This is an optimization exercise on Yosys and OpenROAD, whose aim is small area and a short achievable clock period, not a production implementation. In this exercise RTL edits were held to simulation tests only and were not proved equivalent to the original. Power figures rest on the tool's default switching activity, not on a simulated workload.

## flow/run.sh

```bash
#!/bin/bash
# synth_recipe.tcl (not shown) runs the flow's synth.tcl, then flattens the netlist and writes it again
# the make line also repeats each setting of config.mk as NAME=value (left out here)
make -C /OpenROAD-flow-scripts/flow DESIGN_CONFIG=/design/flow/config.mk WORK_HOME=/design/flow/orfs CLKGATE_MAP_FILE= SYNTH_SCRIPT=/design/flow/synth_recipe.tcl finish
```

## flow/config.mk

```make
export PLATFORM = sky130hd
export DESIGN_NAME = axi_rd_mem_stub
export DESIGN_NICKNAME = axi_rd_mem_stub
export VERILOG_FILES = /design/flow/design.v
export SDC_FILE = /design/flow/constraint.sdc
export NUM_CORES = 4
export LEC_CHECK = 0
export CAP_MARGIN = 20
export CORE_MARGIN = 2
export CORE_UTILIZATION = 40
export SLEW_MARGIN = 20
```

## flow/constraint.sdc

```tcl
create_clock -name core_clock -period 5.5 [get_ports {clk}]
set_input_delay 1.1000 -clock core_clock [delete_from_list [all_inputs] [get_ports {clk}]]
set_output_delay 1.1000 -clock core_clock [all_outputs]
set_load 0.01 [all_outputs]
```

## flow/design.v

```verilog
package prefetcher_stub_pkg;
    typedef enum logic [1:0] {
        IDLE = 2'd0,
        WAIT = 2'd1,
        BEAT = 2'd2
    } engine_state_t;
    localparam logic [1:0] RESP_OKAY   = 2'b00;
    localparam logic [1:0] RESP_SLVERR = 2'b10;
    localparam int AR_ADDR_MAX = 64;
    localparam int AR_LEN_MAX  = 16;
    localparam int AR_ID_MAX   = 32;
    typedef struct packed {
        logic [AR_ADDR_MAX-1:0] addr;
        logic [AR_LEN_MAX-1:0]  len;
        logic [AR_ID_MAX-1:0]   id;
    } ar_entry_t;
endpackage
module stub_ar_fifo #(
    parameter int WIDTH     = 8,
    parameter int LOG_DEPTH = 2
) (
    input  logic                 clk,
    input  logic                 rst,
    input  logic                 push,
    input  logic [WIDTH-1:0]     push_data,
    input  logic                 pop,
    output logic [WIDTH-1:0]     head,
    output logic                 full,
    output logic                 empty,
    output logic [LOG_DEPTH:0]   count
);
    localparam int DEPTH = 1 << LOG_DEPTH;
    logic [WIDTH-1:0]     store_r [DEPTH];
    logic [LOG_DEPTH-1:0] wr_ptr_r;
    logic [LOG_DEPTH-1:0] rd_ptr_r;
    logic [LOG_DEPTH:0]   cnt_r;
    logic                 do_push_s;
    logic                 do_pop_s;
    assign full      = (cnt_r == (LOG_DEPTH+1)'(DEPTH));
    assign empty     = (cnt_r == {(LOG_DEPTH+1){1'b0}});
    assign count     = cnt_r;
    assign head      = store_r[rd_ptr_r];
    assign do_push_s = push && !full;
    assign do_pop_s  = pop && !empty;
    always_ff @(posedge clk) begin
        if (do_push_s) begin
            store_r[wr_ptr_r] <= push_data;
        end
    end
    always_ff @(posedge clk) begin
        if (rst) begin
            wr_ptr_r <= {LOG_DEPTH{1'b0}};
            rd_ptr_r <= {LOG_DEPTH{1'b0}};
            cnt_r    <= {(LOG_DEPTH+1){1'b0}};
        end else begin
            if (do_push_s) begin
                wr_ptr_r <= wr_ptr_r + LOG_DEPTH'(1);
            end
            if (do_pop_s) begin
                rd_ptr_r <= rd_ptr_r + LOG_DEPTH'(1);
            end
            case ({do_push_s, do_pop_s})
                2'b10:   cnt_r <= cnt_r + (LOG_DEPTH+1)'(1);
                2'b01:   cnt_r <= cnt_r - (LOG_DEPTH+1)'(1);
                default: cnt_r <= cnt_r;
            endcase
        end
    end
endmodule
module axi_rd_mem_stub #(
    parameter int ADDR_BITS            = 16,
    parameter int LOG_BLOCK_DATA_BYTES = 0,
    parameter int MEM_WORD_BITS        = 8,
    parameter int BURST_LEN_WIDTH      = 8,
    parameter int TID_WIDTH            = 8,
    parameter int LOG_OUTSTANDING      = 2,
    parameter int LAT_WIDTH            = 6,
    localparam int DATA_WIDTH          = 8 << LOG_BLOCK_DATA_BYTES
) (
    input  logic                       clk,
    input  logic                       rst,
    input  logic                       s_ar_valid,
    output logic                       s_ar_ready,
    input  logic [ADDR_BITS-1:0]       s_ar_addr,
    input  logic [BURST_LEN_WIDTH-1:0] s_ar_len,
    input  logic [TID_WIDTH-1:0]       s_ar_id,
    output logic                       s_r_valid,
    input  logic                       s_r_ready,
    output logic [DATA_WIDTH-1:0]      s_r_data,
    output logic [TID_WIDTH-1:0]       s_r_id,
    output logic                       s_r_last,
    output logic [1:0]                 s_r_resp,
    input  logic [LAT_WIDTH-1:0]       cfg_latency,
    input  logic                       ld_en,
    input  logic [MEM_WORD_BITS-1:0]   ld_addr,
    input  logic [DATA_WIDTH-1:0]      ld_data,
    output logic [LOG_OUTSTANDING:0]   outstanding,
    output logic                       busy
);
    localparam int IDX_W  = ADDR_BITS - LOG_BLOCK_DATA_BYTES;
    localparam int WIDE_W = IDX_W + MEM_WORD_BITS;
    localparam int AR_ADDR_W = prefetcher_stub_pkg::AR_ADDR_MAX;
    localparam int AR_LEN_W  = prefetcher_stub_pkg::AR_LEN_MAX;
    localparam int AR_ID_W   = prefetcher_stub_pkg::AR_ID_MAX;
    localparam int ENTRY_W   = AR_ADDR_W + AR_LEN_W + AR_ID_W;
    logic [DATA_WIDTH-1:0]      mem_r [1 << MEM_WORD_BITS];
    prefetcher_stub_pkg::ar_entry_t                  push_entry_s;
    prefetcher_stub_pkg::ar_entry_t                  head_entry_s;
    logic                       fifo_full_s;
    logic                       fifo_empty_s;
    logic [LOG_OUTSTANDING:0]   fifo_count_s;
    logic                       pop_s;
    logic [IDX_W-1:0]           head_idx_s;
    logic [BURST_LEN_WIDTH-1:0] head_len_s;
    logic [TID_WIDTH-1:0]       head_id_s;
    prefetcher_stub_pkg::engine_state_t              state_r;
    logic [IDX_W-1:0]           cur_idx_r;
    logic [BURST_LEN_WIDTH-1:0] beat_r;
    logic [BURST_LEN_WIDTH-1:0] len_r;
    logic [TID_WIDTH-1:0]       id_r;
    logic [LAT_WIDTH-1:0]       lat_r;
    logic                       r_valid_r;
    logic [DATA_WIDTH-1:0]      r_data_r;
    logic [TID_WIDTH-1:0]       r_id_r;
    logic                       r_last_r;
    logic [1:0]                 r_resp_r;
    logic [IDX_W-1:0]           cap_idx_s;
    logic [BURST_LEN_WIDTH-1:0] cap_beat_s;
    logic [BURST_LEN_WIDTH-1:0] cap_len_s;
    logic [TID_WIDTH-1:0]       cap_id_s;
    logic [WIDE_W-1:0]          cap_wide_s;
    logic                       cap_in_range_s;
    logic [DATA_WIDTH-1:0]      cap_data_s;
    logic [1:0]                 cap_resp_s;
    logic                       cap_last_s;
    logic                       capture_s;
    always_comb begin
        push_entry_s.addr = AR_ADDR_W'(s_ar_addr);
        push_entry_s.len  = AR_LEN_W'(s_ar_len);
        push_entry_s.id   = AR_ID_W'(s_ar_id);
    end
    assign head_idx_s = IDX_W'(ADDR_BITS'(head_entry_s.addr) >> LOG_BLOCK_DATA_BYTES);
    assign head_len_s = BURST_LEN_WIDTH'(head_entry_s.len);
    assign head_id_s  = TID_WIDTH'(head_entry_s.id);
    assign pop_s      = (state_r == prefetcher_stub_pkg::IDLE) && !fifo_empty_s;
    stub_ar_fifo #(
        .WIDTH     (ENTRY_W),
        .LOG_DEPTH (LOG_OUTSTANDING)
    ) u_ar_fifo (
        .clk       (clk),
        .rst       (rst),
        .push      (s_ar_valid),
        .push_data (push_entry_s),
        .pop       (pop_s),
        .head      (head_entry_s),
        .full      (fifo_full_s),
        .empty     (fifo_empty_s),
        .count     (fifo_count_s)
    );
    always_ff @(posedge clk) begin
        if (ld_en) begin
            mem_r[ld_addr] <= ld_data;
        end
    end
    always_comb begin
        cap_idx_s  = cur_idx_r;
        cap_beat_s = beat_r;
        cap_len_s  = len_r;
        cap_id_s   = id_r;
        if (state_r == prefetcher_stub_pkg::IDLE) begin
            cap_idx_s  = head_idx_s;
            cap_beat_s = {BURST_LEN_WIDTH{1'b0}};
            cap_len_s  = head_len_s;
            cap_id_s   = head_id_s;
        end else begin
            cap_idx_s  = cur_idx_r;
        end
        cap_wide_s     = WIDE_W'(cap_idx_s);
        cap_in_range_s = ((cap_wide_s >> MEM_WORD_BITS) == {WIDE_W{1'b0}});
        if (cap_in_range_s) begin
            cap_data_s = mem_r[cap_wide_s[MEM_WORD_BITS-1:0]];
            cap_resp_s = prefetcher_stub_pkg::RESP_OKAY;
        end else begin
            cap_data_s = {DATA_WIDTH{1'b0}};
            cap_resp_s = prefetcher_stub_pkg::RESP_SLVERR;
        end
        cap_last_s = (cap_beat_s == cap_len_s);
        case (state_r)
            prefetcher_stub_pkg::IDLE:    capture_s = !fifo_empty_s && (cfg_latency == {LAT_WIDTH{1'b0}});
            prefetcher_stub_pkg::WAIT:    capture_s = (lat_r == LAT_WIDTH'(1));
            prefetcher_stub_pkg::BEAT:    capture_s = s_r_ready && !r_last_r;
            default: capture_s = 1'b0;
        endcase
    end
    always_ff @(posedge clk) begin
        if (rst) begin
            state_r   <= prefetcher_stub_pkg::IDLE;
            cur_idx_r <= {IDX_W{1'b0}};
            beat_r    <= {BURST_LEN_WIDTH{1'b0}};
            len_r     <= {BURST_LEN_WIDTH{1'b0}};
            id_r      <= {TID_WIDTH{1'b0}};
            lat_r     <= {LAT_WIDTH{1'b0}};
            r_valid_r <= 1'b0;
            r_data_r  <= {DATA_WIDTH{1'b0}};
            r_id_r    <= {TID_WIDTH{1'b0}};
            r_last_r  <= 1'b0;
            r_resp_r  <= prefetcher_stub_pkg::RESP_OKAY;
        end else begin
            case (state_r)
                prefetcher_stub_pkg::IDLE: begin
                    if (!fifo_empty_s) begin
                        len_r     <= head_len_s;
                        id_r      <= head_id_s;
                        lat_r     <= cfg_latency;
                        cur_idx_r <= head_idx_s;
                        beat_r    <= {BURST_LEN_WIDTH{1'b0}};
                        state_r   <= capture_s ? prefetcher_stub_pkg::BEAT : prefetcher_stub_pkg::WAIT;
                    end
                end
                prefetcher_stub_pkg::WAIT: begin
                    if (capture_s) begin
                        state_r <= prefetcher_stub_pkg::BEAT;
                    end else begin
                        lat_r <= lat_r - LAT_WIDTH'(1);
                    end
                end
                prefetcher_stub_pkg::BEAT: begin
                    if (s_r_ready && r_last_r) begin
                        r_valid_r <= 1'b0;
                        r_last_r  <= 1'b0;
                        state_r   <= prefetcher_stub_pkg::IDLE;
                    end
                end
                default: state_r <= prefetcher_stub_pkg::IDLE;
            endcase
            if (capture_s) begin
                r_valid_r <= 1'b1;
                r_data_r  <= cap_data_s;
                r_resp_r  <= cap_resp_s;
                r_last_r  <= cap_last_s;
                r_id_r    <= cap_id_s;
                cur_idx_r <= cap_idx_s + IDX_W'(1);
                beat_r    <= cap_beat_s + BURST_LEN_WIDTH'(1);
            end
        end
    end
    assign s_ar_ready  = !fifo_full_s;
    assign s_r_valid   = r_valid_r;
    assign s_r_data    = r_data_r;
    assign s_r_id      = r_id_r;
    assign s_r_last    = r_last_r;
    assign s_r_resp    = r_resp_r;
    assign busy        = (state_r != prefetcher_stub_pkg::IDLE);
    assign outstanding = fifo_count_s + (LOG_OUTSTANDING+1)'(busy);
endmodule
```

==> qor.csv <==
stage,metric,value,unit
die,row cnt,174,
critical_path,reg2reg path depth,12,
critical_path,worst reg2reg path startpoint,state_r[0],
final_layout,layout cells sized above 1,9.14,%
die,die height,480,um
clock_network,Hold Buf Count CTS,0,
final_layout,area of the multi-input gates,21700,um2
clock_network,CTS Buf Count,220,
critical_path,Crit Path Category,flip-flop to flip-flop,
pwr,pwr dens,552,nW/um2
die,Die Span X,480,um
timing,"Setup violations, final",0,
final_layout,Fillers,19800,
critical_path,required time of the critical path,6.31,ns
timing,Slew HR,19.7,%
global_routing,grt ovf,0,
critical_path,crit-path cells,or3b_1 -> o221a_4 -> buf_12 -> buf_4 -> nand2_1 -> and3_1 -> a311oi_1 -> a311oi_1 -> o311ai_1 -> o311ai_1 -> a211oi_1 -> a22o_1,
timing,Final Slew Violations,0,
timing,Final Cycle Share,95.3,%
route,vias per cell,5.84,
critical_path,CP peak stage delay,0.93,ns
clock_network,CTS root buf,clkbuf_16,
logic_synthesis,Async SR Flop Fraction,0,%
final_layout,Nets,7221,
route,DRT iter0 DRCs,8030,
logic_synthesis,Post-Syn Area per Cell,12.9,um2
final_layout,Final Non-Filler Cells,10300,
critical_path,startpoint class of the critical path,flip-flop,
route,via count,60300,
global_routing,first-pass GRT wire length,406000,um
critical_path,Setup crit end,r_data_r[7],
critical_path,flop-to-flop setup slack,0.26,ns
placed_design,DP Cell Count,9920,
final_layout,final instance area,103000,um2
logic_synthesis,Netlist cell types,76,
placed_design,gpl congestion,0.898,
route,final wirelength,283000,um
logic_synthesis,post-synthesis cell area,90600,um2
timing,RSZ-0062 raised after global routing,no,
clock_network,setup repair bufs after CTS,0,
timing,actual slew at the worst max-slew pin,1.20,ns
die,area of the die,230000,um2
logic_synthesis,Seq cells post-synth,2252,
placed_design,post-detail-place hpwl,173000,um
clock_network,later-pin clock latency in the skew report,0.88,ns
timing,Worst Clk Skew,0.0478,ns
timing,count of final hold-check violations,0,
global_routing,vias in the first global route,56600,
clock_network,maximum clock path buffer count,3,
logic_synthesis,top cell type by total area after synthesis,edfxtp_1,
critical_path,slowest cell on the critical path,a211oi_1,
logic_synthesis,"Net Count, Synth",7090,
flow_run,total of max-cap violations,0,
route,ANT nets after route,0,
final_layout,fin util,45.7,%
logic_synthesis,Synth Flop Type,edfxtp_1,
route,drt first pass iters,6,
worst_hold_path,hold crit path type,flip-flop to flip-flop,
logic_synthesis,Cells after Synth,7019,
route,drc violations,0,
route,Routed wire per std cell,27.4,um
global_routing,largest net degree at the start of global routing,140,
final_layout,area grow syn2layout,13.5,%
timing,min Tclk post-route,5.24,ns
placed_design,Post-DP Area,96000,um2
clock_network,CTS sink cnt,2252,
logic_synthesis,post-synthesis sequential area ratio,73.8,%
die,Core Area,225000,um2
pwr,"IR drop worst, VDD",0.437,mV
timing,Max Clk Rate,191,MHz
die,total I/O pin count,84,
clock_network,Worst-path clk slew,0.06,ns
timing,Setup TNS,0,ns
pwr,P_leak,34.3,nW
critical_path,CP Capture Type,flip-flop,
clock_network,CTS H-tree depth,4,
die,Initial Util,40.3,%
logic_synthesis,"EDFF count, synth",2176,
final_layout,register area,66900,um2
status,status,finished clean,
logic_synthesis,Yosys top cell area share,72.1,%
critical_path,crit path from,state_r[0],
logic_synthesis,"top cells by area, synth","edfxtp_1, nand2_1, nand3_1",
clock_network,post-cts resize count,0,
critical_path,worst-path fanout max,48,
final_layout,ant diodes,0,
global_routing,Tot GR Track Use,24.0,%
logic_synthesis,Yosys Warn Count,2,
critical_path,Reg2Reg Capture Point,r_data_r[7],
global_routing,initial antenna violation count,4,
placed_design,buffers added on ports,82,
critical_path,CP Data Arrival Time,6.05,ns
clock_network,CTS tree,built,
[logic make-up (layout without fill, tap and decap cells)]
| group | Yosys count | count (layout) | share of synthesized area, % |
|---|---|---|---|
| AO/OA/AOI/OAI | 755 | 755 | 5.73 |
| XOR/XNOR | 22 | 22 | 0.213 |
| AND/OR/NAND/NOR | 3360 | 3360 | 15.7 |
| multiplexers | 127 | 127 | 1.86 |
| adder cells (fa/ha/maj) | 12 | 12 | 0.174 |
| buffers and inverters | 490 | 801 | 2.54 |
| flip-flops | 2252 | 2252 | 73.8 |
| other | 1 | 1 | 0.00414 |
[registers in the layout (all words and copies together) (netlist names), 3 cells and up, named ones only]
signal and cells:
r_id_r 8, u_ar_fifo.store_r 128, id_r 8, beat_r 8, u_ar_fifo.cnt_r 3, lat_r 6
mem_r 2048, r_data_r 8, cur_idx_r 16, len_r 8
[synthesized netlist by cell type (76+ instances only)]
library cell,count
edfxtp_1,2176
nand2_1,2024
nand3_1,702
nor2_1,337
clkbuf_1,217
a21oi_1,188
a31oi_1,163
and3_1,158
buf_2,147
a311oi_1,145
mux2i_1,90
dfxtp_1,76
[final cells by class]
class,count,share of cell area (%)
clock buffer,298,5.71
inverter,16,0.0913
multi-input combinational,4277,21.1
sequential,2252,65.0
timing repair buffer,383,3.54
clock inverter,104,0.880
tap,2992,3.64
[critical path: cells and delay by family, from the launching register on]
family                 cells  cell delay (ns)
buffers and inverters      2             0.82
AND/OR/NAND/NOR            3             0.69
flip-flops                 1             0.63
AO/OA/AOI/OAI              7             2.93
[stage by stage]
stage               hold WS [ns]  setup WS (ns)  power, mW
floorplan                  0.437           2.19       32.4
global placement           0.442          0.355       42.1
detailed placement         0.447          0.362       42.2
CTS                        0.456          0.343       56.5
global route               0.480          0.205       58.6
finish                     0.457          0.260       56.7
[report_power, final]
| group | internal (mW) | total [mW] | switching [mW] |
|---|---|---|---|
| registers | 19.1 | 19.3 | 0.190 |
| clock network | 7.91 | 14.4 | 6.53 |
| logic | 6.29 | 23.0 | 16.7 |
| total | 33.3 | 56.7 | 23.4 |
[worst min-delay path by stage]
stage / startpoint / end / cells past startpoint
6_report: id_r[0] / id_r[0] / 2
5_1_grt: id_r[2] / id_r[2] / 2
4_1_cts: id_r[0] / id_r[0] / 2
3_5_place_dp: id_r[0] / id_r[0] / 2
3_3_place_gp: id_r[2] / id_r[2] / 2
2_1_floorplan: id_r[0] / id_r[0] / 2
[routing by layer]
| layer | global-route usage [%] | part of all wire (%) | up-vias | routed length (um) |
|---|---|---|---|---|
| li1 | - | - | 26100 | - |
| met2 | 36.7 | 45 | 3350 | 129000 |
| met4 | 10.0 | 4.5 | 0 | 12800 |
| met1 | 33.3 | 40 | 30300 | 112000 |
| met3 | 5.27 | 10 | 559 | 29500 |
| met5 | 0 | 0 | - | 0 |
[cells in the final DEF, fill, tap and decap left out, types with 29 or more instances in the layout]
| cell | netlist | routed |
|---|---|---|
| buf_4 | 38 | 258 |
| clkdlybuf4s50_1 | 0 | 73 |
| a31oi_1 | 163 | 161 |
| nor3_1 | 42 | 39 |
| a21oi_1 | 188 | 186 |
| o22ai_1 | 30 | 30 |
| dfxtp_1 | 76 | 75 |
| o21ai_0 | 57 | 56 |
| mux2i_1 | 90 | 86 |
| and3_1 | 158 | 158 |
| mux4_2 | 33 | 33 |
| nor2_1 | 337 | 328 |
| buf_12 | 2 | 43 |
| edfxtp_1 | 2176 | 2176 |
| clkbuf_16 | 0 | 221 |
| nand3_1 | 702 | 702 |
| clkinv_2 | 0 | 29 |
| clkinv_1 | 2 | 48 |
| a311oi_1 | 145 | 143 |
| clkbuf_1 | 217 | 72 |
| nand2_1 | 2024 | 2022 |

[what the ideal ports hide]
How much do the figures lean on ideal ports? The routed layout below was timed once more, with nothing changed but the port constraints.
Step 1, drivers: a clkbuf_16 drives clk and a buf_2 each remaining input, both assumed.
Step 2 also shifts input and output timing later by t, the mid clock arrival at the registers, as if the neighbouring blocks saw the same clock.
a / b / c = ideal / step 1 / step 2; a / b = the first two.
t (ns): 0.956
setup WS [ns]: 0.260 / 0.260 / 0.260
hold WS [ns]: 0.457 / 0.457 / 0.457
worst setup path at the end: register to register
slew at the worst register clock pin (ns): 0.07 / 0.07
After both steps setup and hold are still met in this run. The setup slack of this run moves by 0.000 ns with the drivers and by 0.000 ns with both steps.
